What follows belongs to an exercise in optimizing a design on an open flow for small area, a short achievable clock period and few clock cycles; a production flow would make more cautious choices.
In this exercise RTL edits were held to simulation tests only and were not proved equivalent to the original.
Power figures rest on the tool's default switching activity, not on a simulated workload.

--- config.mk ---
export PLATFORM = sky130hd
export DESIGN_NAME = ahb_master
export DESIGN_NICKNAME = ahb_master
export VERILOG_FILES = /design/flow/design.v
export SDC_FILE = /design/flow/constraint.sdc
export NUM_CORES = 4
export LEC_CHECK = 0
export ABC_AREA = 1
export CAP_MARGIN = 20
export CORE_MARGIN = 2
export CORE_UTILIZATION = 40
export SETUP_SLACK_MARGIN = 2.2
export SLEW_MARGIN = 20
--- constraint.sdc ---
create_clock -name core_clock -period 4.5 [get_ports {i_clk}]
set_input_delay 0.9000 -clock core_clock [delete_from_list [all_inputs] [get_ports {i_clk}]]
set_output_delay 0.9000 -clock core_clock [all_outputs]
set_load 0.01 [all_outputs]
--- design.v ---
package ahb_pkg;
    typedef logic [1:0] trans_t;
    localparam trans_t HTRANS_IDLE   = 2'b00;
    localparam trans_t HTRANS_BUSY   = 2'b01;    
    localparam trans_t HTRANS_NONSEQ = 2'b10;    
    localparam trans_t HTRANS_SEQ    = 2'b11;
    typedef logic [2:0] burst_t;
    localparam burst_t HBURST_SINGLE = 3'b000;
    localparam burst_t HBURST_INCR   = 3'b001;   
    localparam burst_t HBURST_INCR4  = 3'b011;
    localparam burst_t HBURST_INCR8  = 3'b101;
    localparam burst_t HBURST_INCR16 = 3'b111;
    localparam int WORD_STEP = 4;
endpackage
package master_pkg;
    localparam int ADDR_W = 32;
    localparam int DATA_W = 32;
    localparam int LEN_W = 4;    
    typedef logic [ADDR_W-1:0] addr_t;
    typedef logic [DATA_W-1:0] data_t;
    typedef logic [LEN_W-1:0]  len_t;
endpackage
`timescale 1ns/1ps
module beat_fifo
(
    input  logic   i_clk,
    input  logic   i_reset_n,
    input  logic   i_load,
    input  logic   i_keep,
    input  master_pkg::data_t  i_data,
    input  logic   i_pop,
    output master_pkg::data_t  o_data,
    output logic   o_held
);
    master_pkg::data_t word_q;
    logic held_q;
    assign o_data = word_q;
    assign o_held = held_q;
    always_ff @(posedge i_clk) begin
        if (i_load) begin
            word_q <= i_data;
        end
    end
    always_ff @(posedge i_clk or negedge i_reset_n) begin
        if (!i_reset_n) begin
            held_q <= 1'b0;
        end else begin
            held_q <= i_keep || (held_q && !i_pop);
        end
    end
endmodule
`timescale 1ns/1ps
module ahb_txn_ctrl
(
    input  logic   i_clk,
    input  logic   i_reset_n,
    input  logic   i_req_valid,
    input  logic   i_req_read,
    input  master_pkg::addr_t  i_req_addr,
    input  master_pkg::len_t   i_req_len,
    output logic   o_req_ready,
    input  logic   i_wr_ok,                
    input  logic   i_rd_ok,                
    output logic   o_dp_wr,                
    output logic   o_dp_rd,                
    input  logic   i_hready,
    output logic   o_hsel,
    output master_pkg::addr_t  o_haddr,
    output ahb_pkg::trans_t o_htrans,
    output ahb_pkg::burst_t o_hburst,
    output logic   o_hwrite
);
    logic          ld_q, st_q, dpv_q, dpw_q, hwrite_q, shown_q;
    logic [2:0]    hburst_q;
    logic [3:0]    rem_q;
    logic [29:0]   haddr_q;
    logic can, active, samp, last, done, take;
    assign can    = shown_q || (hwrite_q ? i_wr_ok : i_rd_ok);
    assign active = ld_q && can;
    assign samp   = i_hready && active;
    assign last   = (rem_q == 4'd0);
    assign done   = samp && last;
    assign o_req_ready = !ld_q || done;
    assign take   = i_req_valid && o_req_ready;
    always_ff @(posedge i_clk or negedge i_reset_n) begin
        if (!i_reset_n) begin
            ld_q    <= 1'b0;
            st_q    <= 1'b0;
            dpv_q   <= 1'b0;
            dpw_q   <= 1'b0;
            shown_q <= 1'b0;
        end else begin
            ld_q    <= take || (ld_q && !done);
            st_q    <= !take && !done && (samp || st_q);
            shown_q <= active && !i_hready;
            if (i_hready) begin
                dpv_q <= samp;
                dpw_q <= hwrite_q;
            end
        end
    end
    always_ff @(posedge i_clk) begin
        if (take) begin
            haddr_q  <= i_req_addr[31:2];
            rem_q    <= i_req_len;
            hwrite_q <= !i_req_read;
            case (i_req_len)
                4'd0:    hburst_q <= ahb_pkg::HBURST_SINGLE;
                4'd3:    hburst_q <= ahb_pkg::HBURST_INCR4;
                4'd7:    hburst_q <= ahb_pkg::HBURST_INCR8;
                4'd15:   hburst_q <= ahb_pkg::HBURST_INCR16;
                default: hburst_q <= ahb_pkg::HBURST_INCR;
            endcase
        end else if (samp) begin
            haddr_q[7:0] <= haddr_q[7:0] + 8'd1;    
            rem_q        <= rem_q - 4'd1;
        end
    end
    assign o_dp_wr  = dpv_q && dpw_q;
    assign o_dp_rd  = dpv_q && !dpw_q;
    assign o_htrans = {active, st_q};
    assign o_hsel   = ld_q;
    assign o_haddr  = {haddr_q, 2'b00};
    assign o_hburst = hburst_q;
    assign o_hwrite = hwrite_q;
endmodule
`timescale 1ns/1ps
module ahb_master
(
    input  logic   i_clk,
    input  logic   i_reset_n,
    input  logic   i_req_valid,
    input  logic   i_req_read,
    input  master_pkg::addr_t  i_req_addr,
    input  master_pkg::len_t   i_req_len,
    output logic   o_req_ready,
    input  logic   i_wdata_valid,
    input  master_pkg::data_t  i_wdata,
    output logic   o_wdata_ready,
    output logic   o_rdata_valid,
    output master_pkg::data_t  o_rdata,
    input  logic   i_rdata_ready,
    output logic   o_hsel,
    output master_pkg::addr_t  o_haddr,
    output ahb_pkg::trans_t o_htrans,
    output ahb_pkg::burst_t o_hburst,
    output logic   o_hwrite,
    output master_pkg::data_t  o_hwdata,
    input  master_pkg::data_t  i_hrdata,
    input  logic   i_hready
);
    logic dp_wr, dp_rd;
    logic wr_held, wr_pop, wr_push;
    logic rd_held, rd_in, rd_take;
    logic wr_ok, rd_ok;
    master_pkg::data_t rd_word;
    assign wr_pop        = i_hready && dp_wr;
    assign o_wdata_ready = !wr_held || wr_pop;
    assign wr_push       = i_wdata_valid && o_wdata_ready;
    assign wr_ok         = wr_push || (wr_held && !dp_wr);
    assign rd_in         = i_hready && dp_rd;
    assign o_rdata_valid = rd_held || rd_in;
    assign o_rdata       = rd_held ? rd_word : i_hrdata;
    assign rd_take       = o_rdata_valid && i_rdata_ready;
    assign rd_ok         = (!rd_held && !dp_rd) || rd_take;
    beat_fifo u_wr_buf (
        .i_clk(i_clk), .i_reset_n(i_reset_n),
        .i_load(o_wdata_ready), .i_keep(wr_push), .i_data(i_wdata), .i_pop(wr_pop),
        .o_data(o_hwdata), .o_held(wr_held)
    );
    beat_fifo u_rd_buf (
        .i_clk(i_clk), .i_reset_n(i_reset_n),
        .i_load(!rd_held), .i_keep(rd_in && !i_rdata_ready), .i_data(i_hrdata), .i_pop(i_rdata_ready),
        .o_data(rd_word), .o_held(rd_held)
    );
    ahb_txn_ctrl u_ctrl (
        .i_clk(i_clk), .i_reset_n(i_reset_n),
        .i_req_valid(i_req_valid), .i_req_read(i_req_read),
        .i_req_addr(i_req_addr), .i_req_len(i_req_len), .o_req_ready(o_req_ready),
        .i_wr_ok(wr_ok), .i_rd_ok(rd_ok),
        .o_dp_wr(dp_wr), .o_dp_rd(dp_rd),
        .i_hready(i_hready),
        .o_hsel(o_hsel), .o_haddr(o_haddr), .o_htrans(o_htrans),
        .o_hburst(o_hburst), .o_hwrite(o_hwrite)
    );
endmodule
--- flow/run.sh ---
#!/bin/bash
# Standard layout; ports buffered with the smallest buffer, sizing free to change footprints
bash standard.sh BUFFER_PORTS_ARGS="-buffer_cell sky130_fd_sc_hd__buf_1" MATCH_CELL_FOOTPRINT=0 finish > standard.log 2>&1
--- standard.sh ---
#!/bin/bash
# synth_recipe.tcl (not shown) runs the flow's synth.tcl, then flattens the netlist and writes it again
# the make line also repeats each setting of config.mk as NAME=value (left out here)
make -C /OpenROAD-flow-scripts/flow DESIGN_CONFIG=/design/flow/config.mk WORK_HOME=/design/flow/orfs CLKGATE_MAP_FILE= SYNTH_SCRIPT=/design/flow/synth_recipe.tcl "${@:-finish}"
==> results.py, run 1 <==
metrics = {
    "pwr": {
        "netSwitchingPower_w": 0.0006805,
        "p_total_w": 0.002465,
        "peakVddDrop_mv": 0.2104,
        "powerDensity_nw_per_um2": 363.3,
        "p_leak_nw": 2.994,
        "pwr-share-seq": 0.495,
        "p_int_w": 0.001785,
        "p_sw_frac": 0.2760,
        "clkPwrFrac": 0.265,
        "p_comb_frac": 0.240,
    },
    "global_routing": {
        "antenna_found_initial": 0,
        "grt_pass1_wl_um": 15170,
        "globalRouteOverflowTotal": 0,
        "grt_max_degree": 27,
        "grtUsageTotal": 0.1920,
        "first_global_vias": 3151,
    },
    "sta": {
        "rsz0062_at_grt": "true",
        "finalCritPeriodShare": 0.5742,
        "setup-tns-final_ns": 0,
        "drv_slew": 0,
        "relSlewSlack": 0.5635,
        "fin_skew_ns": 0.01375,
        "max_slew.worst_pin.slew_ns": 0.6547,
        "setup_violations": 0,
        "finalHoldViolCount": 0,
        "period_needed_ns": 2.584,
        "max_freq_mhz": 387.0,
    },
    "placement": {
        "port_buffers": 208,
        "dp_hpwl_um": 6270,
        "place.gp.congestion": 0.7153,
    },
    "floorplanning": {
        "die_x_um": 103.0,
        "dieArea_um2": 10610,
        "initial_utilization": 0.4067,
        "ioPinCount": 213,
        "die_h_um": 103.0,
        "core_um2": 9639,
        "row_count": 36,
    },
    "critical_path": {
        "crit_fanout": 8,
        "cp-end-kind": "output port",
        "crit_type": "reg2out",
        "crit_required_ns": 3.60,
        "worstPathArrival_ns": 1.68,
        "critPathLaunchType": "register",
    },
    "drt": {
        "first_pass_iters": 4,
        "ant_nets": 0,
        "via_per_inst": 4.573,
        "drc": 0,
        "first_iter_violations": 67,
        "via_count": 3489,
        "wl_per_cell_um": 15.72,
        "finalWirelength_um": 12000,
    },
    "cells_and_area": {
        "n_antenna_cell": 0,
        "syn_to_final_growth_pct": 73.09,
        "finalNetCount": 735,
        "drive_above_1_share": 0.3571,
    },
    "worst_hold_path": {
        "worst_hold_path_type": "in2async",
    },
    "logic_synthesis": {
        "post_synth.cell_area_avg_um2": 11.81,
        "synth_seq_cells": 109,
        "yosys_warnings": 2,
        "synth-seq-area-share": 0.7443,
        "netlist_area_um2": 3920,
        "synthDistinctLibCells": 24,
        "syn_inst": 332,
    },
    "cts": {
        "cts_tree": "done",
        "path_clk_slew_ns": 0.11,
        "clk-insertion-delay-late_ns": 0.37,
        "cts_htree_levels": 3,
        "cts_hold_buffers": 0,
        "cts_made_buffers": 9,
        "clock_path_buffers": 2,
        "clock-root-buffer": "clkbuf_8",
        "cts_num_sinks": 109,
    },
    "flow_run": {
        "cap_violations": 0,
    },
    "outcome": {
        "status": "finished clean",
    },
}
[synthesized netlist by cell type]
cell type,number,area [µm²]
dfrtp_1,7,175.2
buf_2,1,5.000
nand2_4,2,22.52
nor3b_1,1,7.510
inv_2,2,7.510
nand3_1,16,80.08
nor2_1,5,18.77
nor3_1,2,10.01
xor2_1,6,52.55
clkbuf_1,7,26.28
and2_1,1,6.260
conb_1,1,3.750
nand4_2,1,12.51
nand3_2,1,10.01
xnor2_1,2,17.52
buf_4,4,30.03
buf_6,2,22.52
a21oi_1,3,15.01
edfxtp_1,70,2102
o21ai_0,4,20.02
inv_1,17,63.81
dfxtp_1,32,640.6
nand2_1,142,533.0
ha_1,3,37.54
[sequential cells by signal (all words and copies together) (netlist names), 3 cells and up]
register and cells:
u_ctrl.haddr_q 30, u_wr_buf.word_q 32, u_rd_buf.word_q 32, u_ctrl.rem_q 4
u_ctrl.hburst_q 3
[power groups by stage]
stage	registers [W]	logic, W	clock network (W)
global placement	0.00122	0.000286	0
CTS	0.00120	0.000453	0.000663
detailed placement	0.00122	0.000292	0
floorplan	0.00123	0.000160	0
global route	0.00123	0.000639	0.000705
finish	0.00122	0.000591	0.000654
[worst max-delay path: stages (launching register included)]
cell and delay (ns):
dfrtp_2 0.49, buf_6 0.14, buf_6 0.11, buf_6 0.12, clkbuf_16 0.18, nand2_4 0.09
nand2_4 0.05, buf_6 0.12
[placed cells by master (no fill, tap or decap), types with 2 or more instances in the layout]
cell	count
edfxtp_1	70
xor2_1	6
conb_1	2
buf_6	76
xnor2_1	2
nand3_1	15
buf_4	36
clkinv_8	4
buf_12	6
nand2_2	17
buf_1	171
dfrtp_1	6
inv_1	16
nand2_1	69
nor2_1	5
ha_1	3
nor3_1	2
a21oi_1	3
clkbuf_16	3
clkbuf_8	9
bufinv_16	2
inv_6	3
dfxtp_1	32
o21ai_0	2
nand2_4	57
[what timing repair did]
action,CTS,global route
buffers inserted,59,19
endpoints found under the setup margin,74,78
gates cloned,7,0
pin swaps,22,37
resized for setup,154,170
[path summary, 6_finish.rpt]
kind	startpoint	to	slack, ns	cells past startpoint
setup / recovery	u_rd_buf.held_q	o_rdata[25]	1.92	7
hold / removal	i_reset_n	u_ctrl.dpw_q	0.42	1
setup reg to reg	u_rd_buf.held_q	u_rd_buf.word_q[22]	1.94	18
hold reg to reg	u_rd_buf.word_q[31]	u_rd_buf.word_q[31]	0.47	2
max in group asynchronous	i_reset_n	u_rd_buf.held_q	3.75	1
min in group core_clock	u_rd_buf.word_q[31]	u_rd_buf.word_q[31]	0.47	2
[final cells by class]
class                           count  area, µm²
Clock buffer                        9      123.9
Clock inverter                      7      95.09
Fill cell                         659       2854
Inverter                           19      96.34
Multi-Input combinational cell    191       1373
Sequential cell                   109       2919
Tap cell                          133      166.4
Timing Repair Buffer              292       1963
Timing Repair inverter              3      48.80
[cells by family (layout without fill, tap and decap cells)]
| family | after synthesis | in the layout | share of synthesized area |
|---|---|---|---|
| AO/OA/AOI/OAI | 7 | 7 | 0.008936 |
| buffers and inverters | 33 | 330 | 0.03958 |
| adder cells (fa/ha/maj) | 3 | 3 | 0.009577 |
| AND/OR/NAND/NOR | 171 | 171 | 0.1787 |
| XOR/XNOR | 8 | 8 | 0.01787 |
| other | 1 | 2 | 0.0009566 |
| flip-flops | 109 | 109 | 0.7443 |
[per-layer routing]
layer  routed length (µm)  GRT usage  vias up  share of wire
met3                  947    0.06373       28          0.079
met5                    0          0        -              0
met1                 4275     0.2149     1627           0.36
met2                 6454     0.3402      171           0.54
li1                     -          -     1663              -
met4                  318    0.07085        0          0.027
[metrics by stage]
step	utilization	hold WS [ns]	std cells	cell area (µm²)	worst slack (ns)
final	0.7039	0.4246	763	6785	1.916
after global routing	0.7039	0.4373	763	6785	1.868
after CTS	0.6237	0.4247	744	6012	1.937
after detailed placement	0.5017	0.4359	662	4836	1.405
after global placement	0.5017	0.4331	662	4836	1.413
after floorplan	-	0.4836	333	3961	2.054
Testbench counts, summed over its fixed seeds: cycles 15,561.
==> run 2: changes to the inputs <==
--- a/config.mk
+++ b/config.mk
@@ -11,3 +11,3 @@
 export CORE_UTILIZATION = 40
-export SETUP_SLACK_MARGIN = 2.2
+export SETUP_SLACK_MARGIN = 1.5
 export SLEW_MARGIN = 20
==> run 2 against run 1 <==
Hold slack better by 0.0074 ns. Synthesized cell count stayed put. Sequential cell count stayed put. Clock power is 19% lower. Non-clock buffer count is 78 lower. Critical path depth is 2 lower. Count of clock-buffer cells in the layout is 1 higher. Sequential power hardly changed. Critical path type is now in2out.
==> results.py, run 2 <==
metrics = {
    "outcome": {
        "status": "finished clean",
    },
    "critical_path": {
        "slowest_delay_ns": 0.38,
        "crit_fanout": 34,
        "slowest_stage": "buf_4",
        "critPathCapture": "o_wdata_ready",
        "cp.depth": 5,
        "crit_start": "i_hready",
        "crit_family": "buffers and inverters",
        "critical_path_buf_inv_count": 4,
        "crit_required_ns": 3.60,
        "worstPathArrival_ns": 1.93,
        "crit_type": "in2out",
        "ff2ff_setup_slack_ns": 2.00,
        "ff2ff_path_depth": 11,
        "rr_startpoint": "u_rd_buf.held_q",
        "reg2reg_to": "u_ctrl.hwrite_q",
        "cp-end-kind": "output port",
        "critPathLaunchType": "primary input",
        "path_cells": "clkbuf_2 -> inv_1 -> o21ai_4 -> buf_4 -> buf_1",
    },
    "cells_and_area": {
        "final_cell_mix": "buf_1, nand2_1, edfxtp_1",
        "mostFrequentLayoutCell": "buf_1",
        "finalNetCount": 654,
        "ff_latch_area_um2": 2918,
        "num-fill-cells": 942,
        "multi_input_area_um2": 862.1,
        "reg.largest.list": "u_rd_buf.word_q x32, u_wr_buf.word_q x32, u_ctrl.haddr_q x30",
        "n_antenna_cell": 0,
        "drive_above_1_share": 0.05282,
        "final_cell_area_um2": 5024,
        "syn_to_final_growth_pct": 28.15,
    },
    "drt": {
        "first_iter_violations": 92,
        "drc": 0,
        "ant_nets": 0,
        "via_per_inst": 4.371,
        "via_count": 2981,
        "wl_per_cell_um": 12.81,
        "finalWirelength_um": 8735,
        "first_pass_iters": 4,
    },
    "logic_synthesis": {
        "synth-seq-area-share": 0.7443,
        "syn_inst": 332,
        "synthDistinctLibCells": 24,
        "synth_edf_count": 70,
        "synth_seq_cells": 109,
        "synth_top_area_cell": "edfxtp_1",
        "netlist_area_um2": 3920,
        "ys.flop_type": "edfxtp_1",
        "yosys_warnings": 2,
        "async_reset_ff_frac": 0.06422,
        "ys_top_cells_by_count": "nand2_1, edfxtp_1, dfxtp_1",
        "synth_most_common_cell": "nand2_1",
        "synthTopCellsByArea": "edfxtp_1, dfxtp_1, nand2_1, dfrtp_1, nand3_1",
        "post_synth.cell_area_avg_um2": 11.81,
        "synth_top_area_share": 0.5362,
    },
    "global_routing": {
        "grt_pass1_wl_um": 12660,
        "grt_max_degree": 36,
        "grtUsageTotal": 0.1538,
        "first_global_vias": 2755,
        "antenna_found_initial": 1,
        "globalRouteOverflowTotal": 0,
    },
    "placement": {
        "place.gp.congestion": 0.7594,
        "dp_hpwl_um": 6405,
        "placed_area_um2": 4813,
        "port_buffers": 208,
    },
    "sta": {
        "max_slew.worst_pin.slew_ns": 0.6699,
        "setup-tns-final_ns": 0,
        "drv_slew": 0,
        "max_freq_mhz": 352.9,
        "rsz0062_at_grt": "false",
        "fin_skew_ns": 0.01665,
        "finalHoldViolCount": 0,
        "setup_violations": 0,
        "period_needed_ns": 2.834,
        "finalCritPeriodShare": 0.6297,
        "holdWs_ns": 0.4320,
        "relSlewSlack": 0.5534,
    },
    "cts": {
        "clock_path_buffers": 2,
        "path_clk_slew_ns": 0.11,
        "clock-root-buffer": "clkbuf_8",
        "cts_tree": "done",
        "cts_htree_levels": 3,
        "clk-insertion-delay-late_ns": 0.35,
        "cts_made_buffers": 9,
        "cts_num_sinks": 109,
    },
    "floorplanning": {
        "core_um2": 9639,
        "ioPinCount": 213,
        "die_x_um": 103.0,
        "dieArea_um2": 10610,
        "die_h_um": 103.0,
        "row_count": 36,
        "initial_utilization": 0.4067,
    },
    "flow_run": {
        "cap_violations": 0,
    },
    "pwr": {
        "p_total_w": 0.002020,
        "powerDensity_nw_per_um2": 402.0,
        "p_leak_nw": 2.029,
        "peakVddDrop_mv": 0.1948,
    },
    "worst_hold_path": {
        "worst_hold_path_type": "in2async",
    },
}
## run 2: cell counts after synthesis
No cell type changed its count.
## run 2: area by class of cell
class,instances,share of cell area
Inverter,19,0.01569
Tap cell,133,0.03313
Timing Repair Buffer,214,0.1646
Multi-Input combinational cell,191,0.1716
Sequential cell,109,0.5808
Clock buffer,10,0.02540
Clock inverter,6,0.008717
## run 2: cell families (layout without fill, tap and decap cells)
family	Yosys count	after routing	share of synthesized area
compound gates	7	7	0.008936
xor+xnor	8	8	0.01787
fa+ha+maj	3	3	0.009577
buf+inv	33	249	0.03958
flops	109	109	0.7443
other cells	1	2	0.0009566
simple gates	171	171	0.1787
## run 2: layer usage
| layer | wire length, µm | GRT usage |
|---|---|---|
| met4 | 69 | 0.05263 |
| met2 | 4166 | 0.2552 |
| met3 | 868 | 0.05424 |
| met5 | 10 | 0 |
| met1 | 3620 | 0.1871 |
## run 2: how the worst min path moves through the flow
stage                        startpoint                  end  slack (ns)  cells past startpoint
global placement    u_rd_buf.word_q[14]  u_rd_buf.word_q[14]        0.43                      2
floorplan            u_rd_buf.word_q[0]   u_rd_buf.word_q[0]        0.48                      2
CTS                           i_reset_n       u_ctrl.shown_q        0.43                      1
detailed placement  u_rd_buf.word_q[14]  u_rd_buf.word_q[14]        0.43                      2
finish                        i_reset_n       u_ctrl.shown_q        0.43                      1
global route                  i_reset_n       u_ctrl.shown_q        0.44                      1
## run 2: what timing repair did
item,in CTS,in global routing
buffers inserted,0,4
cloned,0,0
resized for setup,3,2
hold buffers,0,0
setup endpoints to repair,3,2
pin swaps,0,1
## run 2: report_power, final
part	switching [W]	internal [W]	leakage (nW)	total, W
Combinational	0.000189	0.000101	0.944	0.000290
Sequential	0.0000341	0.00116	0.993	0.00120
Clock	0.000325	0.000207	0.0919	0.000532
## run 2: metrics by stage
stage / worst slack [ns] / instances / utilization
finish: 1.666 / 682 / 0.5212
global route: 1.542 / 682 / 0.5212
CTS: 1.508 / 678 / 0.5175
detailed placement: 1.422 / 662 / 0.4994
global placement: 1.477 / 662 / 0.4994
floorplan: 1.661 / 333 / -
==> run 3: changes to the inputs <==
--- a/config.mk
+++ b/config.mk
@@ -11,3 +11,3 @@
 export CORE_UTILIZATION = 40
-export SETUP_SLACK_MARGIN = 1.5
+export SETUP_SLACK_MARGIN = 0
 export SLEW_MARGIN = 20
==> run 3 against run 2 <==
Still clean on timing, DRC and antenna. Sequential power about the same. Final cell count shrank 0.59%. Area after synthesis unchanged. Clock power rose by 8.1%. Clock skew is 0.0088 ns lower. Final area fell by 0.55%. Register-to-register slack better by 0.06 ns.
==> results.py, run 3 <==
metrics = {
    "critical_path": {
        "critPathLaunchType": "primary input",
        "rr_startpoint": "u_rd_buf.held_q",
        "cpMostUsedCell": "nand2_1",
        "critical_path_buf_inv_count": 3,
        "cp.depth": 10,
        "crit_family": "simple AND/OR/NAND/NOR gates",
        "worstPathArrival_ns": 2.15,
        "slowest_delay_ns": 0.25,
        "crit_required_ns": 3.60,
        "slowest_stage": "buf_1",
        "crit_type": "in2out",
        "reg2reg_to": "u_ctrl.haddr_q[26]",
        "ff2ff_setup_slack_ns": 2.06,
        "ff2ff_path_depth": 9,
        "cp-end-kind": "output port",
        "path_cells": "buf_1 -> inv_1 -> nand2_1 -> nand2_1 -> nand2_1 -> nand2_1 -> nand3_2 -> nand4_2 -> nand2_4 -> buf_1",
        "crit_fanout": 15,
    },
    "logic_synthesis": {
        "yosys_warnings": 2,
        "synth_top_area_share": 0.5362,
        "synth_seq_cells": 109,
        "syn_inst": 332,
        "synth_most_common_cell": "nand2_1",
        "synth_fa_ha_area_frac": 0.009575,
        "synth_top_area_cell": "edfxtp_1",
        "yosys.area_share.simple": 0.1787,
        "synth.area.mux_share": 0,
        "netlist_area_um2": 3920,
        "synth_top_family_by_area": "simple AND/OR/NAND/NOR gates",
        "synthTopCellsByArea": "edfxtp_1, dfxtp_1, nand2_1, dfrtp_1, nand3_1",
        "ys.flop_type": "edfxtp_1",
        "synthXorXnorAreaFrac": 0.01787,
        "synth-compound-area-share": 0.008937,
        "synth_edf_count": 70,
        "async_reset_ff_frac": 0.06422,
        "synth-seq-area-share": 0.7443,
        "ys_top_cells_by_count": "nand2_1, edfxtp_1, dfxtp_1",
        "post_synth.cell_area_avg_um2": 11.81,
        "synthDistinctLibCells": 24,
    },
    "cts": {
        "cts_made_buffers": 9,
        "cts_num_sinks": 109,
        "path_clk_slew_ns": 0.10,
        "clock_path_buffers": 2,
        "clock-root-buffer": "clkbuf_8",
        "ctsResizeCount": 0,
        "cts_hold_buffers": 0,
        "cts_htree_levels": 3,
        "cts_tree": "done",
        "cts_setup_buffers": 0,
        "clk-insertion-delay-late_ns": 0.36,
    },
    "sta": {
        "setup-tns-final_ns": 0,
        "drv_slew": 0,
        "finalHoldViolCount": 0,
        "max_freq_mhz": 328.4,
        "finalCritPeriodShare": 0.6767,
        "max_slew.worst_pin.slew_ns": 0.6875,
        "worst_slack_ns": 1.455,
        "period_needed_ns": 3.045,
        "relSlewSlack": 0.5416,
        "setup_violations": 0,
        "fin_skew_ns": 0.007898,
        "rsz0062_at_grt": "false",
    },
    "cells_and_area": {
        "num-fill-cells": 925,
        "utilization": 0.5183,
        "multi_input_area_um2": 854.6,
        "ff_latch_area_um2": 2918,
        "n_antenna_cell": 0,
        "syn_to_final_growth_pct": 27.45,
        "finalNetCount": 650,
        "drive_above_1_share": 0.04037,
        "layout.cells.non_filler": 678,
        "reg.largest.list": "u_rd_buf.word_q x32, u_wr_buf.word_q x32, u_ctrl.haddr_q x30",
        "mostFrequentLayoutCell": "buf_1",
        "final_cell_mix": "buf_1, nand2_1, edfxtp_1",
    },
    "global_routing": {
        "globalRouteOverflowTotal": 0,
        "grtUsageTotal": 0.1541,
        "grt_max_degree": 36,
        "antenna_found_initial": 0,
        "first_global_vias": 2729,
        "grt_pass1_wl_um": 12440,
    },
    "placement": {
        "place.gp.congestion": 0.7908,
        "port_buffers": 208,
        "dp_hpwl_um": 6170,
        "pre_cts_ws_ns": 1.476,
        "dp.cells": 662,
    },
    "drt": {
        "first_iter_violations": 96,
        "wl_per_cell_um": 12.37,
        "ant_nets": 0,
        "first_pass_iters": 4,
        "via_count": 2947,
        "finalWirelength_um": 8386,
        "drc": 0,
        "via_per_inst": 4.347,
    },
    "floorplanning": {
        "core_um2": 9639,
        "dieArea_um2": 10610,
        "row_count": 36,
        "initial_utilization": 0.4067,
        "die_h_um": 103.0,
        "die_x_um": 103.0,
        "ioPinCount": 213,
    },
    "flow_run": {
        "cap_violations": 0,
    },
    "pwr": {
        "peakVddDrop_mv": 0.1652,
        "p_leak_nw": 2.001,
        "powerDensity_nw_per_um2": 410.4,
    },
    "worst_hold_path": {
        "worst_hold_path_type": "in2async",
    },
    "outcome": {
        "status": "finished clean",
    },
}
-- run 3: cell counts after synthesis --
Identical to the previous run, type by type.
-- run 3: metrics by stage --
stage / instance area (µm²) / hold slack (ns) / total power (W)
after floorplan: 3924 / 0.4836 / 0.001391
after detailed placement: 4806 / 0.4367 / 0.001503
after global placement: 4806 / 0.4316 / 0.001497
after CTS: 4996 / 0.4144 / 0.002081
after global routing: 4996 / 0.4285 / 0.002174
final: 4996 / 0.4179 / 0.002050
-- run 3: cell type report --
class | count | share of cell area
sequential | 109 | 0.5840
inverter | 19 | 0.01427
multi-input combinational | 191 | 0.1710
clock inverter | 6 | 0.01252
timing repair buffer | 210 | 0.1593
tap | 133 | 0.03331
clock buffer | 10 | 0.02554
-- run 3: report_power, final --
part           internal (W)  switching, W  leakage [nW]
Combinational     0.0000960      0.000184         0.915
Clock              0.000257      0.000318        0.0920
Sequential          0.00116     0.0000323         0.993
Total               0.00152      0.000534          2.00
-- run 3: routing by layer --
metal | routed length (µm) | GRT usage | share of wire
met1 | 3464 | 0.1830 | 0.41
met2 | 3959 | 0.2463 | 0.47
met3 | 832 | 0.05559 | 0.099
met4 | 129 | 0.07996 | 0.015
met5 | 0 | 0 | 0
-- run 3: worst max-delay path by stage --
stage,end,slack [ns],startpoint
finish,o_req_ready,1.45,i_hready
floorplan,o_wdata_ready,0.11,i_hready
global placement,o_req_ready,1.50,i_hready
CTS,o_req_ready,1.47,i_hready
detailed placement,o_req_ready,1.48,i_hready
global route,o_req_ready,1.29,i_hready
-- run 3: kinds of logic after synthesis --
| kind of cell | after synthesis |
|---|---|
| flip-flops | 109 |
| AND/OR/NAND/NOR | 171 |
| XOR/XNOR | 8 |
| buffers and inverters | 33 |
| AO/OA/AOI/OAI | 7 |
| adder cells (fa/ha/maj) | 3 |
| other | 1 |
==> run 4: changes to the inputs <==
--- a/config.mk
+++ b/config.mk
@@ -11,3 +11,3 @@
 export CORE_UTILIZATION = 40
-export SETUP_SLACK_MARGIN = 0
+export SETUP_SLACK_MARGIN = 2.0
 export SLEW_MARGIN = 20
==> run 4 against run 3 <==
Wire length rose by 8.0%. Final area rose by 7.8%. Largest power group unchanged. Power grew 4.8%. Hold slack improved by 0.021 ns. Global-route usage is 0.11 points higher. First-iteration DRC count decreased by 2.1%. Clock power rose by 5.2%. Core utilization is 4.1 points higher. Fmax up 19%. Clock skew up 0.010 ns. Final cell count up 3.5%. Sequential power about the same.
==> results.py, run 4 <==
metrics = {
    "logic_synthesis": {
        "netlist_area_um2": 3920,
        "syn_inst": 332,
        "synth-seq-area-share": 0.7443,
        "ys_top_cells_by_count": "nand2_1, edfxtp_1, dfxtp_1",
        "synth_edf_count": 70,
        "synth_top_area_cell": "edfxtp_1",
        "async_reset_ff_frac": 0.06422,
        "synthTopCellsByArea": "edfxtp_1, dfxtp_1, nand2_1, dfrtp_1, nand3_1",
        "ys.flop_type": "edfxtp_1",
        "synthDistinctLibCells": 24,
        "synth_seq_cells": 109,
        "synth_most_common_cell": "nand2_1",
        "post_synth.cell_area_avg_um2": 11.81,
        "synth_top_area_share": 0.5362,
        "yosys_warnings": 2,
    },
    "drt": {
        "finalWirelength_um": 9054,
        "first_pass_iters": 4,
        "via_per_inst": 4.395,
        "wl_per_cell_um": 12.90,
        "first_iter_violations": 94,
        "ant_nets": 0,
        "via_count": 3085,
        "drc": 0,
    },
    "floorplanning": {
        "row_count": 36,
        "die_x_um": 103.0,
        "core_um2": 9639,
        "die_h_um": 103.0,
        "ioPinCount": 213,
        "dieArea_um2": 10610,
        "initial_utilization": 0.4067,
    },
    "critical_path": {
        "crit_family": "simple AND/OR/NAND/NOR gates",
        "critical_path_buf_inv_count": 3,
        "worstPathArrival_ns": 1.65,
        "crit_fanout": 4,
        "slowest_delay_ns": 0.13,
        "critPathLaunchType": "primary input",
        "path_cells": "buf_12 -> clkinv_8 -> nand2_2 -> nand2_2 -> nand2_1 -> nand2_1 -> nand3_2 -> nand4_4 -> nand2_4 -> buf_6",
        "cp-end-kind": "output port",
        "crit_required_ns": 3.60,
        "slowest_stage": "buf_6",
        "crit_type": "in2out",
    },
    "cells_and_area": {
        "finalNetCount": 674,
        "mostFrequentLayoutCell": "buf_1",
        "reg.largest.list": "u_rd_buf.word_q x32, u_wr_buf.word_q x32, u_ctrl.haddr_q x30",
        "num-fill-cells": 854,
        "drive_above_1_share": 0.1160,
        "final_cell_mix": "buf_1, nand2_1, edfxtp_1",
        "n_antenna_cell": 0,
        "syn_to_final_growth_pct": 37.44,
    },
    "sta": {
        "setup-tns-final_ns": 0,
        "relSlewSlack": 0.5223,
        "period_needed_ns": 2.553,
        "rsz0062_at_grt": "true",
        "max_freq_mhz": 391.7,
        "max_slew.worst_pin.slew_ns": 0.7166,
        "holdWs_ns": 0.4387,
        "setup_violations": 0,
        "drv_slew": 0,
        "finalCritPeriodShare": 0.5673,
        "fin_skew_ns": 0.01808,
        "finalHoldViolCount": 0,
    },
    "placement": {
        "dp_hpwl_um": 6237,
        "place.gp.congestion": 0.7450,
        "port_buffers": 208,
    },
    "pwr": {
        "powerDensity_nw_per_um2": 398.8,
        "p_leak_nw": 2.198,
        "peakVddDrop_mv": 0.1726,
    },
    "global_routing": {
        "grt_pass1_wl_um": 12430,
        "grt_max_degree": 35,
        "antenna_found_initial": 0,
        "first_global_vias": 2584,
        "globalRouteOverflowTotal": 0,
        "grtUsageTotal": 0.1552,
    },
    "cts": {
        "clock-root-buffer": "clkbuf_8",
        "cts_htree_levels": 3,
        "cts_hold_buffers": 0,
        "path_clk_slew_ns": 0.11,
        "clock_path_buffers": 2,
        "cts_made_buffers": 9,
        "clk-insertion-delay-late_ns": 0.37,
        "cts_num_sinks": 109,
        "cts_tree": "done",
    },
    "outcome": {
        "status": "finished clean",
    },
    "worst_hold_path": {
        "worst_hold_path_type": "in2async",
    },
    "flow_run": {
        "cap_violations": 0,
    },
}
## run 4: final timing paths
check | slack, ns | endpoint | cells after the start | from
worst max-delay path | 1.95 | o_req_ready | 10 | i_hready
worst min-delay path | 0.44 | u_ctrl.shown_q | 1 | i_reset_n
worst max register to register | 2.18 | u_ctrl.haddr_q[14] | 10 | u_rd_buf.held_q
worst min register to register | 0.46 | u_rd_buf.word_q[26] | 2 | u_rd_buf.word_q[26]
max in group asynchronous | 3.73 | u_rd_buf.held_q | 1 | i_reset_n
min in group core_clock | 0.46 | u_rd_buf.word_q[26] | 2 | u_rd_buf.word_q[26]
## run 4: power breakdown
part / total [W] / leakage, nW / switching, W / internal [W]
clock: 0.000605 / 0.106 / 0.000339 / 0.000266
combinational: 0.000344 / 1.10 / 0.000201 / 0.000142
sequential: 0.00120 / 0.992 / 0.0000366 / 0.00116
total: 0.00215 / 2.20 / 0.000577 / 0.00157
## run 4: final cells by class
| cell class | instances | area, µm² | area share |
|---|---|---|---|
| Timing Repair Buffer | 233 | 1079 | 0.2002 |
| Multi-Input combinational cell | 191 | 895.9 | 0.1663 |
| Clock buffer | 9 | 123.9 | 0.02299 |
| Inverter | 19 | 111.4 | 0.02067 |
| Sequential cell | 109 | 2919 | 0.5418 |
| Tap cell | 133 | 166.4 | 0.03089 |
| Clock inverter | 7 | 81.33 | 0.01510 |
| Timing Repair inverter | 1 | 11.26 | 0.002090 |
## run 4: cells by family after synthesis
family,count (synthesis),synth area share
buffers and inverters,33,0.03958
adder cells (fa/ha/maj),3,0.009577
other,1,0.0009566
AO/OA/AOI/OAI,7,0.008936
AND/OR/NAND/NOR,171,0.1787
flip-flops,109,0.7443
XOR/XNOR,8,0.01787
## run 4: through the flow
stage | utilization | instance area [µm²] | total power, W | instances | worst slack, ns
global placement | 0.4994 | 4813 | 0.001499 | 662 | 1.528
global route | 0.5589 | 5388 | 0.002258 | 702 | 1.856
finish | 0.5589 | 5388 | 0.002149 | 702 | 1.947
floorplan | - | 3935 | 0.001390 | 333 | 2.034
detailed placement | 0.4994 | 4813 | 0.001504 | 662 | 1.519
CTS | 0.5441 | 5245 | 0.002143 | 687 | 1.964
## run 4: routing by layer
layer  vias up  GRT usage  part of all wire
met3        14    0.05424              0.10
met4         0    0.07591             0.019
met5         -          0                 0
met1      1376     0.1872              0.41
met2       152     0.2483              0.47
li1       1543          -                 -
## run 4: timing repair
action	CTS	global route
setup buffers	7	14
resized for setup	40	8
endpoints found under the hold margin	0	0
pin swaps	4	1
gates cloned	2	1
setup endpoints to repair	74	46
==> run 5: changes to the inputs <==
--- a/config.mk
+++ b/config.mk
@@ -7,3 +7,3 @@
 export LEC_CHECK = 0
-export ABC_AREA = 1
+export ABC_AREA = 0
 export CAP_MARGIN = 20
@@ -11,3 +11,3 @@
 export CORE_UTILIZATION = 40
-export SETUP_SLACK_MARGIN = 2.0
+export SETUP_SLACK_MARGIN = 1.8
 export SLEW_MARGIN = 20
==> run 5 against run 4 <==
Critical endpoint is now o_htrans[1]. Power up 0.32%. Fmax down 13%. Hold slack better by 0.0055 ns. Critical path depth down 3. Non-clock buffer count down 9. Setup slack worse by 0.37 ns. Die area up 0.16%. Sequential power about the same. Final area down 3.7%. Wire length down 12%.
==> results.py, run 5 <==
metrics = {
    "outcome": {
        "status": "finished clean",
    },
    "cells_and_area": {
        "finalNetCount": 564,
        "syn_to_final_growth_pct": 32.09,
        "reg.largest.list": "u_rd_buf.word_q x32, u_wr_buf.word_q x32, u_ctrl.haddr_q x30",
        "drive_above_1_share": 0.1874,
        "mostFrequentLayoutCell": "buf_1",
        "final_cell_mix": "buf_1, edfxtp_1, mux2_2",
        "layout.cells.non_filler": 592,
        "n_antenna_cell": 0,
    },
    "floorplanning": {
        "die_h_um": 103.1,
        "row_count": 36,
        "die_x_um": 103.1,
        "dieArea_um2": 10620,
        "initial_utilization": 0.4073,
        "ioPinCount": 213,
        "core_um2": 9639,
    },
    "logic_synthesis": {
        "synth_top_area_cell": "edfxtp_1",
        "yosys_warnings": 2,
        "synth_top_area_share": 0.5354,
        "post_synth.cell_area_avg_um2": 17.22,
        "synth-seq-area-share": 0.7431,
        "synthTopCellsByArea": "edfxtp_1, dfxtp_1, mux2_2, dfrtp_1, mux2_4",
        "synth_most_common_cell": "edfxtp_1",
        "syn_inst": 228,
        "synth_edf_count": 70,
        "ys_top_cells_by_count": "edfxtp_1, mux2_2, dfxtp_1",
        "ys.flop_type": "edfxtp_1",
        "async_reset_ff_frac": 0.06422,
        "synth_seq_cells": 109,
        "synthDistinctLibCells": 35,
        "netlist_area_um2": 3926,
    },
    "critical_path": {
        "critPathLaunchType": "primary input",
        "critical_path_buf_inv_count": 3,
        "worstPathArrival_ns": 2.02,
        "rr_startpoint": "u_ctrl.rem_q[0]",
        "crit_required_ns": 3.60,
        "slowest_stage": "a221o_1",
        "crit_fanout": 2,
        "crit_start": "i_hready",
        "slowest_delay_ns": 0.35,
        "crit_type": "in2out",
        "cp-end-kind": "output port",
        "path_cells": "buf_12 -> or2_0 -> a221o_1 -> or2_1 -> nand2_2 -> inv_2 -> buf_6",
        "crit_family": "simple AND/OR/NAND/NOR gates",
    },
    "cts": {
        "cts_made_buffers": 9,
        "clock_path_buffers": 2,
        "cts_htree_levels": 3,
        "cts_hold_buffers": 0,
        "cts_tree": "done",
        "cts_num_sinks": 109,
        "path_clk_slew_ns": 0.10,
        "clk-insertion-delay-late_ns": 0.37,
        "clock-root-buffer": "clkbuf_8",
    },
    "drt": {
        "via_per_inst": 4.421,
        "wl_per_cell_um": 13.52,
        "finalWirelength_um": 8005,
        "drc": 0,
        "first_pass_iters": 4,
        "first_iter_violations": 49,
        "ant_nets": 0,
        "via_count": 2617,
    },
    "sta": {
        "max_slew.worst_pin.slew_ns": 0.9449,
        "relSlewSlack": 0.3685,
        "max_freq_mhz": 342.2,
        "period_needed_ns": 2.922,
        "setup_violations": 0,
        "drv_slew": 0,
        "setup-tns-final_ns": 0,
        "finalHoldViolCount": 0,
        "fin_skew_ns": 0.01714,
        "finalCritPeriodShare": 0.6494,
        "rsz0062_at_grt": "true",
    },
    "pwr": {
        "p_leak_nw": 1.846,
        "peakVddDrop_mv": 0.1733,
        "powerDensity_nw_per_um2": 415.7,
    },
    "global_routing": {
        "globalRouteOverflowTotal": 0,
        "first_global_vias": 2370,
        "antenna_found_initial": 0,
        "grt_max_degree": 35,
        "grt_pass1_wl_um": 11090,
        "grtUsageTotal": 0.1370,
    },
    "placement": {
        "dp_hpwl_um": 5731,
        "port_buffers": 208,
        "place.gp.congestion": 0.7161,
        "dp.cells": 564,
    },
    "flow_run": {
        "cap_violations": 0,
    },
    "worst_hold_path": {
        "worst_hold_path_type": "in2async",
    },
}
==> run 5: cell count changes in the layout (fill, tap and decap cells not counted), sizes merged, moves of 3 or more <==
cell	change
nand3	-10
nand2b	+4
nand2	-135
and3	+4
xor2	-3
o21ai	-3
clkbuf	-7
inv	-8
mux2	+44
a21oi	-3
xnor2	+4
clkinv	-4
==> run 5: path summary, 6_finish.rpt <==
| check | slack [ns] | end | cells past startpoint |
|---|---|---|---|
| worst max-delay path | 1.58 | o_htrans[1] | 7 |
| worst min-delay path | 0.44 | u_ctrl.ld_q | 1 |
| worst max register to register | 1.69 | u_ctrl.hburst_q[0] | 7 |
| worst min register to register | 0.48 | u_rd_buf.word_q[26] | 1 |
| max in group asynchronous | 3.75 | u_rd_buf.held_q | 1 |
| min in group core_clock | 0.48 | u_rd_buf.word_q[26] | 1 |
==> run 5: cell type report <==
type,instances,area [µm²]
multi-input cells,103,947.2
clock inverters,7,61.31
clock buffers,9,123.9
well taps,133,166.4
fillers,883,4453
inverters,7,26.28
repair buffers,224,943.4
flip-flops and latches,109,2918
==> run 5: metrics by stage <==
| stage | hold WS (ns) | utilization | total power (W) | area [µm²] | worst slack (ns) |
|---|---|---|---|---|---|
| 6_report | 0.4441 | 0.5380 | 0.002156 | 5186 | 1.578 |
| 5_1_grt | 0.4468 | 0.5380 | 0.002268 | 5186 | 1.530 |
| 4_1_cts | 0.4273 | 0.5319 | 0.002172 | 5127 | 1.517 |
| 3_5_place_dp | 0.4600 | 0.5032 | 0.001584 | 4851 | 1.236 |
| 3_3_place_gp | 0.4548 | 0.5032 | 0.001575 | 4851 | 1.247 |
| 2_1_floorplan | 0.4913 | - | 0.001459 | 3945 | 1.580 |
==> run 5: logic make-up (layout without fill, tap and decap cells) <==
| group | Yosys count | count (layout) | share of synthesized area |
|---|---|---|---|
| xor+xnor | 9 | 9 | 0.02008 |
| fa+ha+maj | 3 | 3 | 0.009561 |
| simple gates | 36 | 36 | 0.04812 |
| flops | 109 | 109 | 0.7431 |
| buf+inv | 17 | 247 | 0.02486 |
| other cells | 1 | 2 | 0.0009551 |
| mux | 46 | 46 | 0.1380 |
| compound gates | 7 | 7 | 0.01530 |
==> run 5: repair_timing <==
action / 4_1_cts / 5_1_grt
setup buffers: 9 / 2
pin swaps: 3 / 5
cloned: 0 / 1
setup endpoints to repair: 27 / 39
resized for setup: 11 / 14
==> run 5: layer usage <==
metal | routed length (µm) | part of all wire | track usage
met1 | 3263 | 0.41 | 0.1694
met2 | 3897 | 0.49 | 0.2203
met3 | 694 | 0.087 | 0.03864
met4 | 150 | 0.019 | 0.06883
met5 | 0 | 0 | 0
==> run 5: where the power goes <==
group,total (W),internal [W],switching [W]
clock network,0.000562,0.000215,0.000347
registers,0.00122,0.00118,0.0000421
logic,0.000370,0.000179,0.000191
total,0.00216,0.00158,0.000580
==> run 6: changes to the inputs <==
--- a/config.mk
+++ b/config.mk
@@ -11,3 +11,3 @@
 export CORE_UTILIZATION = 40
-export SETUP_SLACK_MARGIN = 1.8
+export SETUP_SLACK_MARGIN = 2.1
 export SLEW_MARGIN = 20
==> run 6 against run 5 <==
Still clean. Via count rose by 1.4%. Wire length grew 8.2%. Power is 4.0% higher. Sequential cell count stayed put. Setup slack got worse by 0.0029 ns. Combinational power increased by 15%. Area after synthesis unchanged. Die area stayed put.
==> results.py, run 6 <==
metrics = {
    "outcome": {
        "status": "finished clean",
    },
    "global_routing": {
        "grtUsageTotal": 0.1474,
        "grt_pass1_wl_um": 11600,
        "gr-usage-met2": 0.2527,
        "grt_max_degree": 22,
        "first_global_vias": 2461,
        "grtUsageMet1": 0.1635,
        "grt-busiest-layer": "met2",
        "antenna_found_initial": 0,
        "globalRouteOverflowTotal": 0,
        "grt_use_met3": 0.04814,
    },
    "sta": {
        "setup_violations": 0,
        "finalHoldViolCount": 0,
        "finalCritPeriodShare": 0.6501,
        "period_needed_ns": 2.925,
        "max_slew.worst_pin.slew_ns": 0.8276,
        "relSlewSlack": 0.4469,
        "fin_skew_ns": 0.007538,
        "rsz0062_at_grt": "true",
        "setup-tns-final_ns": 0,
        "worst_slack_ns": 1.575,
        "drv_slew": 0,
        "max_freq_mhz": 341.8,
    },
    "floorplanning": {
        "ioPinCount": 213,
        "row_count": 36,
        "initial_utilization": 0.4073,
        "die_h_um": 103.1,
        "dieArea_um2": 10620,
        "core_um2": 9639,
        "die_x_um": 103.1,
    },
    "cells_and_area": {
        "finalNetCount": 567,
        "final_cell_mix": "buf_1, edfxtp_1, dfxtp_1",
        "multi_input_area_um2": 1039,
        "n_antenna_cell": 0,
        "drive_above_1_share": 0.2446,
        "ff_latch_area_um2": 2918,
        "reg.largest.list": "u_rd_buf.word_q x32, u_wr_buf.word_q x32, u_ctrl.haddr_q x30",
        "mostFrequentLayoutCell": "buf_1",
        "syn_to_final_growth_pct": 39.90,
        "num-fill-cells": 826,
    },
    "flow_run": {
        "cap_violations": 0,
    },
    "cts": {
        "cts_tree": "done",
        "path_clk_slew_ns": 0.10,
        "clk-insertion-delay-late_ns": 0.37,
        "clock_path_buffers": 2,
        "cts_htree_levels": 3,
        "clock-root-buffer": "clkbuf_8",
        "cts_made_buffers": 9,
        "cts_num_sinks": 109,
    },
    "drt": {
        "via_per_inst": 4.459,
        "wl_per_cell_um": 14.56,
        "ant_nets": 0,
        "finalWirelength_um": 8661,
        "first_pass_iters": 4,
        "drc": 0,
        "via_count": 2653,
        "first_iter_violations": 46,
    },
    "logic_synthesis": {
        "yosys.area_share.simple": 0.04812,
        "yosys_warnings": 2,
        "synthDistinctLibCells": 35,
        "synth_top_area_cell": "edfxtp_1",
        "synth.area.mux_share": 0.1380,
        "netlist_area_um2": 3926,
        "post_synth.cell_area_avg_um2": 17.22,
        "synth_most_common_cell": "edfxtp_1",
        "synth_edf_count": 70,
        "synth_top_area_share": 0.5354,
        "synth_top_family_by_area": "multiplexers",
        "synth-compound-area-share": 0.01530,
        "ys_top_cells_by_count": "edfxtp_1, mux2_2, dfxtp_1",
        "synthXorXnorAreaFrac": 0.02008,
        "syn_inst": 228,
        "async_reset_ff_frac": 0.06422,
        "synth_fa_ha_area_frac": 0.009560,
        "synth-seq-area-share": 0.7431,
        "synth_seq_cells": 109,
        "synthTopCellsByArea": "edfxtp_1, dfxtp_1, mux2_2, dfrtp_1, mux2_4",
        "ys.flop_type": "edfxtp_1",
    },
    "pwr": {
        "p_leak_nw": 2.055,
        "powerDensity_nw_per_um2": 408.2,
        "peakVddDrop_mv": 0.1863,
    },
    "critical_path": {
        "crit_required_ns": 3.60,
        "worstPathArrival_ns": 2.03,
        "critPathLaunchType": "primary input",
        "ff2ff_setup_slack_ns": 1.78,
        "cp-end-kind": "output port",
        "crit_type": "in2out",
        "crit_fanout": 2,
    },
    "placement": {
        "pre_cts_ws_ns": 1.213,
        "dp_hpwl_um": 5797,
        "place.gp.congestion": 0.7350,
        "port_buffers": 208,
    },
    "worst_hold_path": {
        "worst_hold_path_type": "in2async",
    },
}
## run 6: cell counts after synthesis
Identical to the previous run, type by type.
## run 6: metal layers
| metal | vias to the layer above | part of all wire |
|---|---|---|
| li1 | 1280 | - |
| met1 | 1240 | 0.37 |
| met2 | 121 | 0.52 |
| met3 | 12 | 0.097 |
| met4 | 0 | 0.019 |
| met5 | - | 0 |
## run 6: per-stage QoR
step,cells,area (µm²),total power [W],hold WS [ns],utilization
final,595,5493,0.002242,0.4161,0.5698
after global routing,595,5493,0.002351,0.4195,0.5698
after CTS,590,5224,0.002206,0.4145,0.5419
after detailed placement,563,4848,0.001583,0.4572,0.5030
after global placement,563,4848,0.001572,0.4538,0.5030
after floorplan,229,3959,0.001461,0.4913,-
## run 6: repair_timing
action,4_1_cts,5_1_grt
setup endpoints to repair,74,74
pin swaps,6,3
gates resized for setup,23,82
hold buffers,0,0
gates cloned,3,1
setup buffers,8,4
## run 6: cell type report
cell class                 instances  share of cell area
multi-input combinational        104              0.1891
clock inverter                     7             0.01321
tap                              133             0.03030
timing repair buffer             226              0.2089
inverter                           7            0.004784
clock buffer                       9             0.02255
sequential                       109              0.5312
## run 6: kinds of logic (layout without fill, tap and decap cells)
group | after synthesis | after routing
XOR/XNOR | 9 | 9
AND/OR/NAND/NOR | 36 | 37
AO/OA/AOI/OAI | 7 | 7
adder cells (fa/ha/maj) | 3 | 3
buffers and inverters | 17 | 249
flip-flops | 109 | 109
multiplexers | 46 | 46
other | 1 | 2
## run 6: worst paths after layout
| path | start | end | depth (start not counted) |
|---|---|---|---|
| worst max-delay path | i_hready | o_htrans[1] | 7 |
| worst min-delay path | i_reset_n | u_ctrl.dpw_q | 1 |
| worst max register to register | u_ctrl.rem_q[0] | u_ctrl.haddr_q[22] | 7 |
| worst min register to register | u_rd_buf.word_q[19] | u_rd_buf.word_q[19] | 1 |
| max in group asynchronous | i_reset_n | u_ctrl.ld_q | 1 |
| min in group core_clock | u_rd_buf.word_q[19] | u_rd_buf.word_q[19] | 1 |
## run 6: power by group
group	internal, W	switching, W	leakage [nW]
clock	0.000261	0.000328	0.0981
combinational	0.000222	0.000201	0.957
sequential	0.00118	0.0000480	1.00
## run 6: critical path: stages
cell and delay (ns):
buf_12 0.10, or2_0 0.19, a221o_1 0.34, or2_1 0.25, nand2_2 0.09, inv_2 0.04, buf_6 0.11
==> run 7: changes to the inputs <==
--- a/config.mk
+++ b/config.mk
@@ -7,7 +7,7 @@
 export LEC_CHECK = 0
-export ABC_AREA = 0
+export ABC_AREA = 1
 export CAP_MARGIN = 20
 export CORE_MARGIN = 2
-export CORE_UTILIZATION = 40
-export SETUP_SLACK_MARGIN = 2.1
+export CORE_UTILIZATION = 65
+export SETUP_SLACK_MARGIN = 1.8
 export SLEW_MARGIN = 20
==> run 7 against run 6 <==
Largest power group unchanged. Still clean on timing, DRC and antenna. Clock skew about the same. Final area decreased by 9.0%. Core utilization increased by 28 points. Fmax increased by 9.8%. Hold slack got worse by 0.017 ns. First-iteration DRC count increased to 5.2 times the previous value. Highest routed layer unchanged. Final cell count increased by 4.4%. Largest cell class unchanged. Combinational power decreased by 28%.
==> results.py, run 7 <==
metrics = {
    "floorplanning": {
        "core_um2": 5886,
        "dieArea_um2": 6668,
        "row_count": 28,
        "ioPinCount": 213,
        "initial_utilization": 0.6660,
        "die_h_um": 81.66,
        "die_x_um": 81.66,
    },
    "logic_synthesis": {
        "synth_top_area_share": 0.5362,
        "synth_edf_count": 70,
        "yosys_warnings": 2,
        "netlist_area_um2": 3920,
        "async_reset_ff_frac": 0.06422,
        "synth_top_area_cell": "edfxtp_1",
        "synth-seq-area-share": 0.7443,
        "ys_top_cells_by_count": "nand2_1, edfxtp_1, dfxtp_1",
        "syn_inst": 332,
        "synthTopCellsByArea": "edfxtp_1, dfxtp_1, nand2_1, dfrtp_1, nand3_1",
        "synth_seq_cells": 109,
        "synthDistinctLibCells": 24,
        "post_synth.cell_area_avg_um2": 11.81,
        "ys.flop_type": "edfxtp_1",
        "synth_most_common_cell": "nand2_1",
    },
    "drt": {
        "finalWirelength_um": 9320,
        "drc": 0,
        "first_pass_iters": 4,
        "ant_nets": 0,
        "via_per_inst": 5.050,
        "first_iter_violations": 241,
        "via_count": 3136,
        "wl_per_cell_um": 15.01,
    },
    "critical_path": {
        "critPathLaunchType": "register",
        "crit_type": "reg2out",
        "crit_required_ns": 3.60,
        "crit_fanout": 3,
        "worstPathArrival_ns": 1.76,
        "ff2ff_setup_slack_ns": 2.05,
        "cp-end-kind": "output port",
    },
    "worst_hold_path": {
        "worst_hold_path_type": "in2async",
    },
    "sta": {
        "finalCritPeriodShare": 0.5919,
        "max_slew.worst_pin.slew_ns": 0.6921,
        "finalHoldViolCount": 0,
        "setup-tns-final_ns": 0,
        "rsz0062_at_grt": "false",
        "relSlewSlack": 0.5386,
        "setup_violations": 0,
        "fin_skew_ns": 0.007931,
        "period_needed_ns": 2.663,
        "max_freq_mhz": 375.5,
        "worst_slack_ns": 1.837,
        "drv_slew": 0,
    },
    "global_routing": {
        "first_global_vias": 2994,
        "antenna_found_initial": 0,
        "globalRouteOverflowTotal": 0,
        "grtUsageTotal": 0.2712,
        "grt_max_degree": 36,
        "grt_pass1_wl_um": 13360,
    },
    "placement": {
        "place.gp.congestion": 0.7446,
        "dp_hpwl_um": 6672,
        "pre_cts_ws_ns": 1.402,
        "port_buffers": 208,
    },
    "cells_and_area": {
        "final_cell_mix": "buf_1, nand2_1, edfxtp_1",
        "n_antenna_cell": 0,
        "mostFrequentLayoutCell": "buf_1",
        "num-fill-cells": 337,
        "drive_above_1_share": 0.06227,
        "reg.largest.list": "u_rd_buf.word_q x32, u_wr_buf.word_q x32, u_ctrl.haddr_q x30",
        "syn_to_final_growth_pct": 27.51,
        "finalNetCount": 651,
    },
    "cts": {
        "cts_tree": "done",
        "path_clk_slew_ns": 0.10,
        "clock-root-buffer": "clkbuf_8",
        "clock_path_buffers": 2,
        "clk-insertion-delay-late_ns": 0.37,
        "cts_num_sinks": 109,
        "cts_htree_levels": 3,
        "cts_made_buffers": 9,
    },
    "pwr": {
        "powerDensity_nw_per_um2": 413.9,
        "p_leak_nw": 2.018,
        "peakVddDrop_mv": 0.3157,
    },
    "flow_run": {
        "cap_violations": 0,
    },
    "outcome": {
        "status": "finished clean",
    },
}
==> run 7: cell count changes after synthesis, moves of 3 or more <==
| cell | change |
|---|---|
| a21oi_1 | +3 |
| and3_1 | -4 |
| clkbuf_1 | +4 |
| inv_1 | +11 |
| mux2_2 | -37 |
| mux2_4 | -7 |
| nand2_1 | +133 |
| nand2b_1 | -4 |
| nand3_1 | +9 |
| o21ai_0 | +3 |
| xnor2_1 | -4 |
| xor2_1 | +3 |
==> run 7: kinds of logic (layout without fill, tap and decap cells) <==
| group | count (synthesis) | after routing | share of synthesized area |
|---|---|---|---|
| and+or+nand+nor | 171 | 171 | 0.1787 |
| DFF | 109 | 109 | 0.7443 |
| buffers and inverters | 33 | 246 | 0.03958 |
| xor gates and xnor gates | 8 | 8 | 0.01787 |
| AOI/OAI and AO/OA | 7 | 7 | 0.008936 |
| adders and majority gates | 3 | 3 | 0.009577 |
| other | 1 | 2 | 0.0009566 |
==> run 7: final timing paths <==
kind | start | endpoint | cells after the start
min in group core_clock | u_rd_buf.word_q[25] | u_rd_buf.word_q[25] | 2
max in group asynchronous | i_reset_n | u_rd_buf.held_q | 1
worst max-delay path | u_ctrl.rem_q[0] | o_req_ready | 6
worst max register to register | u_ctrl.rem_q[0] | u_ctrl.haddr_q[21] | 8
worst min-delay path | i_reset_n | u_ctrl.dpw_q | 1
worst min register to register | u_rd_buf.word_q[25] | u_rd_buf.word_q[25] | 2
==> run 7: timing repair <==
action	4_1_cts	5_1_grt
hold buffers	0	0
hold endpoints to repair	0	0
pin swaps	2	0
setup buffers	1	0
resized for setup	14	9
endpoints found under the setup margin	3	3
==> run 7: through the flow <==
stage	hold slack, ns	instances	total power, W	utilization	instance area, µm²
2_1_floorplan	0.4836	333	0.001390	-	3935
3_3_place_gp	0.4309	604	0.001492	0.8055	4741
3_5_place_dp	0.4356	604	0.001509	0.8055	4741
4_1_cts	0.3951	621	0.002063	0.8440	4967
5_1_grt	0.4264	621	0.002147	0.8493	4999
6_report	0.3986	621	0.002069	0.8493	4999
==> run 7: critical path, stage by stage (launching register included) <==
cell and delay [ns]:
edfxtp_1 0.41, inv_1 0.12, ha_1 0.18, nor3b_2 0.32, nand4_4 0.15, nand2_4 0.10, clkbuf_2 0.12
==> run 7: layout make-up <==
type / count / area (µm²) / area share
clock buffers: 10 / 137.6 / 0.02753
well taps: 75 / 93.84 / 0.01877
inverters: 19 / 78.83 / 0.01577
flip-flops and latches: 109 / 2919 / 0.5840
clock inverters: 6 / 51.30 / 0.01026
repair buffers: 211 / 829.5 / 0.1660
multi-input cells: 191 / 888.4 / 0.1777
==> run 7: report_power, final <==
part           total (W)  switching (W)  internal (W)
logic           0.000306       0.000202      0.000105
clock network   0.000562       0.000336      0.000226
registers        0.00120      0.0000372       0.00116
total            0.00207       0.000575       0.00149
==> run 7: metal layers <==
metal / up-vias / GRT usage / wire, µm
met5: - / 0 / 0
met4: 0 / 0.1417 / 322
met3: 31 / 0.08242 / 930
met2: 201 / 0.4746 / 4700
met1: 1409 / 0.2972 / 3367
li1: 1495 / - / -
==> run 8: changes to the inputs <==
--- a/config.mk
+++ b/config.mk
@@ -10,3 +10,6 @@
 export CORE_MARGIN = 2
-export CORE_UTILIZATION = 65
+export CORE_UTILIZATION = 40
+export CTS_BUF_LIST = sky130_fd_sc_hd__clkbuf_8
+export CTS_CLUSTER_DIAMETER = 100
+export CTS_CLUSTER_SIZE = 40
 export SETUP_SLACK_MARGIN = 1.8
==> run 8 against run 7 <==
Sequential power is essentially flat. Global-route usage shrank 12 points. Register-to-register slack better by 0.03 ns. Non-clock buffer count did not move. Via count decreased by 5.7%. Fmax is 2.6% higher. Still clean on timing, DRC and antenna. Final area is 2.2% higher. Die area rose by 59%. Power up 3.5%. Clock skew is 0.0048 ns higher. Critical endpoint is now o_htrans[1]. Critical path depth grew 1.
==> results.py, run 8 <==
metrics = {
    "outcome": {
        "status": "finished clean",
    },
    "logic_synthesis": {
        "synth_edf_count": 70,
        "synth.area.mux_share": 0,
        "synth_top_area_cell": "edfxtp_1",
        "synth_top_family_by_area": "simple AND/OR/NAND/NOR gates",
        "synth_fa_ha_area_frac": 0.009575,
        "synthXorXnorAreaFrac": 0.01787,
        "async_reset_ff_frac": 0.06422,
        "synth-seq-area-share": 0.7443,
        "synthTopCellsByArea": "edfxtp_1, dfxtp_1, nand2_1, dfrtp_1, nand3_1",
        "netlist_area_um2": 3920,
        "synth_seq_cells": 109,
        "post_synth.cell_area_avg_um2": 11.81,
        "yosys.area_share.simple": 0.1787,
        "synthDistinctLibCells": 24,
        "syn_inst": 332,
        "ys_top_cells_by_count": "nand2_1, edfxtp_1, dfxtp_1",
        "synth_most_common_cell": "nand2_1",
        "synth_top_area_share": 0.5362,
        "synth-compound-area-share": 0.008937,
        "yosys_warnings": 2,
        "ys.flop_type": "edfxtp_1",
    },
    "critical_path": {
        "rr_startpoint": "u_rd_buf.held_q",
        "ff2ff_path_depth": 11,
        "cp-end-kind": "output port",
        "critPathLaunchType": "primary input",
        "crit_type": "in2out",
        "crit_fanout": 8,
        "crit_required_ns": 3.60,
        "worstPathArrival_ns": 1.70,
        "reg2reg_to": "u_ctrl.rem_q[2]",
        "ff2ff_setup_slack_ns": 2.08,
    },
    "floorplanning": {
        "die_h_um": 103.0,
        "dieArea_um2": 10610,
        "row_count": 36,
        "core_um2": 9639,
        "ioPinCount": 213,
        "die_x_um": 103.0,
        "initial_utilization": 0.4067,
    },
    "cells_and_area": {
        "drive_above_1_share": 0.05678,
        "mostFrequentLayoutCell": "buf_1",
        "n_antenna_cell": 0,
        "num-fill-cells": 927,
        "syn_to_final_growth_pct": 30.35,
        "reg.largest.list": "u_rd_buf.word_q x32, u_wr_buf.word_q x32, u_ctrl.haddr_q x30",
        "utilization": 0.5301,
        "final_cell_mix": "buf_1, nand2_1, edfxtp_1",
        "finalNetCount": 651,
    },
    "sta": {
        "relSlewSlack": 0.5565,
        "setup-tns-final_ns": 0,
        "worst_slack_ns": 1.905,
        "fin_skew_ns": 0.01270,
        "finalCritPeriodShare": 0.5768,
        "setup_violations": 0,
        "drv_slew": 0,
        "finalHoldViolCount": 0,
        "period_needed_ns": 2.595,
        "rsz0062_at_grt": "false",
        "max_slew.worst_pin.slew_ns": 0.6652,
        "max_freq_mhz": 385.3,
        "holdWs_ns": 0.4329,
    },
    "cts": {
        "path_clk_slew_ns": 0.10,
        "cts_tree": "done",
        "cts_made_buffers": 9,
        "clk-insertion-delay-late_ns": 0.36,
        "clock_path_buffers": 2,
        "cts_hold_buffers": 0,
        "cts_num_sinks": 109,
        "clock-root-buffer": "clkbuf_8",
        "cts_htree_levels": 3,
    },
    "global_routing": {
        "grt_pass1_wl_um": 12350,
        "first_global_vias": 2752,
        "antenna_found_initial": 0,
        "grt_max_degree": 36,
        "globalRouteOverflowTotal": 0,
        "grtUsageTotal": 0.1519,
    },
    "pwr": {
        "peakVddDrop_mv": 0.1435,
        "powerDensity_nw_per_um2": 419.0,
        "p_leak_nw": 2.048,
    },
    "placement": {
        "place.gp.congestion": 0.7778,
        "pre_cts_ws_ns": 1.464,
        "port_buffers": 208,
        "dp_hpwl_um": 6243,
    },
    "drt": {
        "first_pass_iters": 4,
        "finalWirelength_um": 8594,
        "wl_per_cell_um": 12.66,
        "drc": 0,
        "ant_nets": 0,
        "first_iter_violations": 60,
        "via_per_inst": 4.356,
        "via_count": 2958,
    },
    "worst_hold_path": {
        "worst_hold_path_type": "in2async",
    },
    "flow_run": {
        "cap_violations": 0,
    },
}
==> run 8: kinds of logic (layout without fill, tap and decap cells) <==
logic type	Yosys count	count (layout)
xor gates and xnor gates	8	8
buffers and inverters	33	246
and+or+nand+nor	171	171
other	1	2
AOI/OAI and AO/OA	7	7
DFF	109	109
adders and majority gates	3	3
==> run 8: worst max-delay path by stage <==
| stage | to | start | slack, ns |
|---|---|---|---|
| 2_1_floorplan | o_wdata_ready | i_hready | 1.97 |
| 5_1_grt | o_req_ready | u_rd_buf.held_q | 1.80 |
| 4_1_cts | o_wdata_ready | i_hready | 1.80 |
| 6_report | o_htrans[1] | i_hready | 1.90 |
| 3_3_place_gp | o_req_ready | i_hready | 1.49 |
| 3_5_place_dp | o_req_ready | i_hready | 1.46 |
==> run 8: cell type report <==
class / instances / area, µm² / share of cell area
clock inverters: 7 / 101.3 / 0.01983
clock buffers: 9 / 123.9 / 0.02424
inverters: 19 / 86.33 / 0.01690
multi-input cells: 191 / 884.6 / 0.1731
flip-flops and latches: 109 / 2918 / 0.5710
repair buffers: 211 / 829.5 / 0.1623
well taps: 133 / 166.4 / 0.03257
==> run 8: timing repair <==
action                     CTS  global route
setup buffers                1             0
resized for setup           15             8
setup endpoints to repair   73             3
pin swaps                    1             0
==> run 8: metal layers <==
layer	up-vias	part of all wire	global-route usage
li1	1491	-	-
met1	1320	0.41	0.1773
met2	137	0.49	0.2602
met3	10	0.089	0.04339
met4	0	0.015	0.06781
met5	-	0	0
==> run 8: report_power, final <==
part           leakage [nW]  total (W)  internal (W)  switching, W
clock network         0.117   0.000648      0.000319      0.000330
registers             0.993    0.00120       0.00116     0.0000364
logic                 0.938   0.000293      0.000105      0.000188
total                  2.05    0.00214       0.00159      0.000554
==> run 8: critical path: stages <==
cell	delay, ns
buf_6	0.12
o21ai_0	0.15
nand2_1	0.07
nand2_1	0.07
nand3_2	0.10
and2_4	0.17
clkbuf_2	0.12
==> run 8: metrics by stage <==
step	instance area [µm²]	total power [W]	instances
2_1_floorplan	3935	0.001390	333
3_3_place_gp	4813	0.001498	662
3_5_place_dp	4813	0.001505	662
4_1_cts	5084	0.002160	679
5_1_grt	5110	0.002248	679
6_report	5110	0.002141	679

[re-timing with driven ports]
The results above use ideal ports. As a check the final layouts listed here were re-extracted and re-timed, cells and wires unchanged. Step 1 assumes that a clkbuf_16 drives the clock port and a buf_2 every other input. Step 2 moves the port delays by t, midway between the first and last clock arrival at a register: inputs arrive t later, outputs are due t later. That takes back most of the time a late clock gives input paths. Slacks: ideal / step 1 / step 2; pairs: ideal / step 1.
run	t, ns	setup slack, ns	hold WS [ns]	clock arrival spread, ns	slew at the worst register clock pin (ns)
run 1	0.396	1.916 / 1.856 / 1.856	0.425 / 0.419 / 0.475	0.017 / 0.016	0.11 / 0.11
run 2	0.378	1.666 / 1.630 / 1.541	0.432 / 0.421 / 0.461	0.017 / 0.017	0.11 / 0.11
run 3	0.388	1.455 / 1.408 / 1.408	0.418 / 0.425 / 0.460	0.011 / 0.011	0.10 / 0.10
run 4	0.396	1.947 / 1.872 / 1.718	0.439 / 0.426 / 0.459	0.019 / 0.020	0.11 / 0.11
run 5	0.391	1.578 / 1.520 / 1.281	0.444 / 0.473 / 0.482	0.019 / 0.019	0.12 / 0.12
run 6	0.398	1.575 / 1.522 / 1.232	0.416 / 0.419 / 0.480	0.009 / 0.009	0.10 / 0.10
run 7	0.392	1.837 / 1.806 / 1.663	0.399 / 0.405 / 0.459	0.009 / 0.009	0.10 / 0.10
run 8	0.385	1.905 / 1.849 / 1.661	0.433 / 0.427 / 0.458	0.016 / 0.017	0.11 / 0.11
After both steps setup and hold are still met in every run listed. For run 6, which loses most, drivers alone change the setup slack by -0.053 ns; drivers and shift together by -0.343 ns.
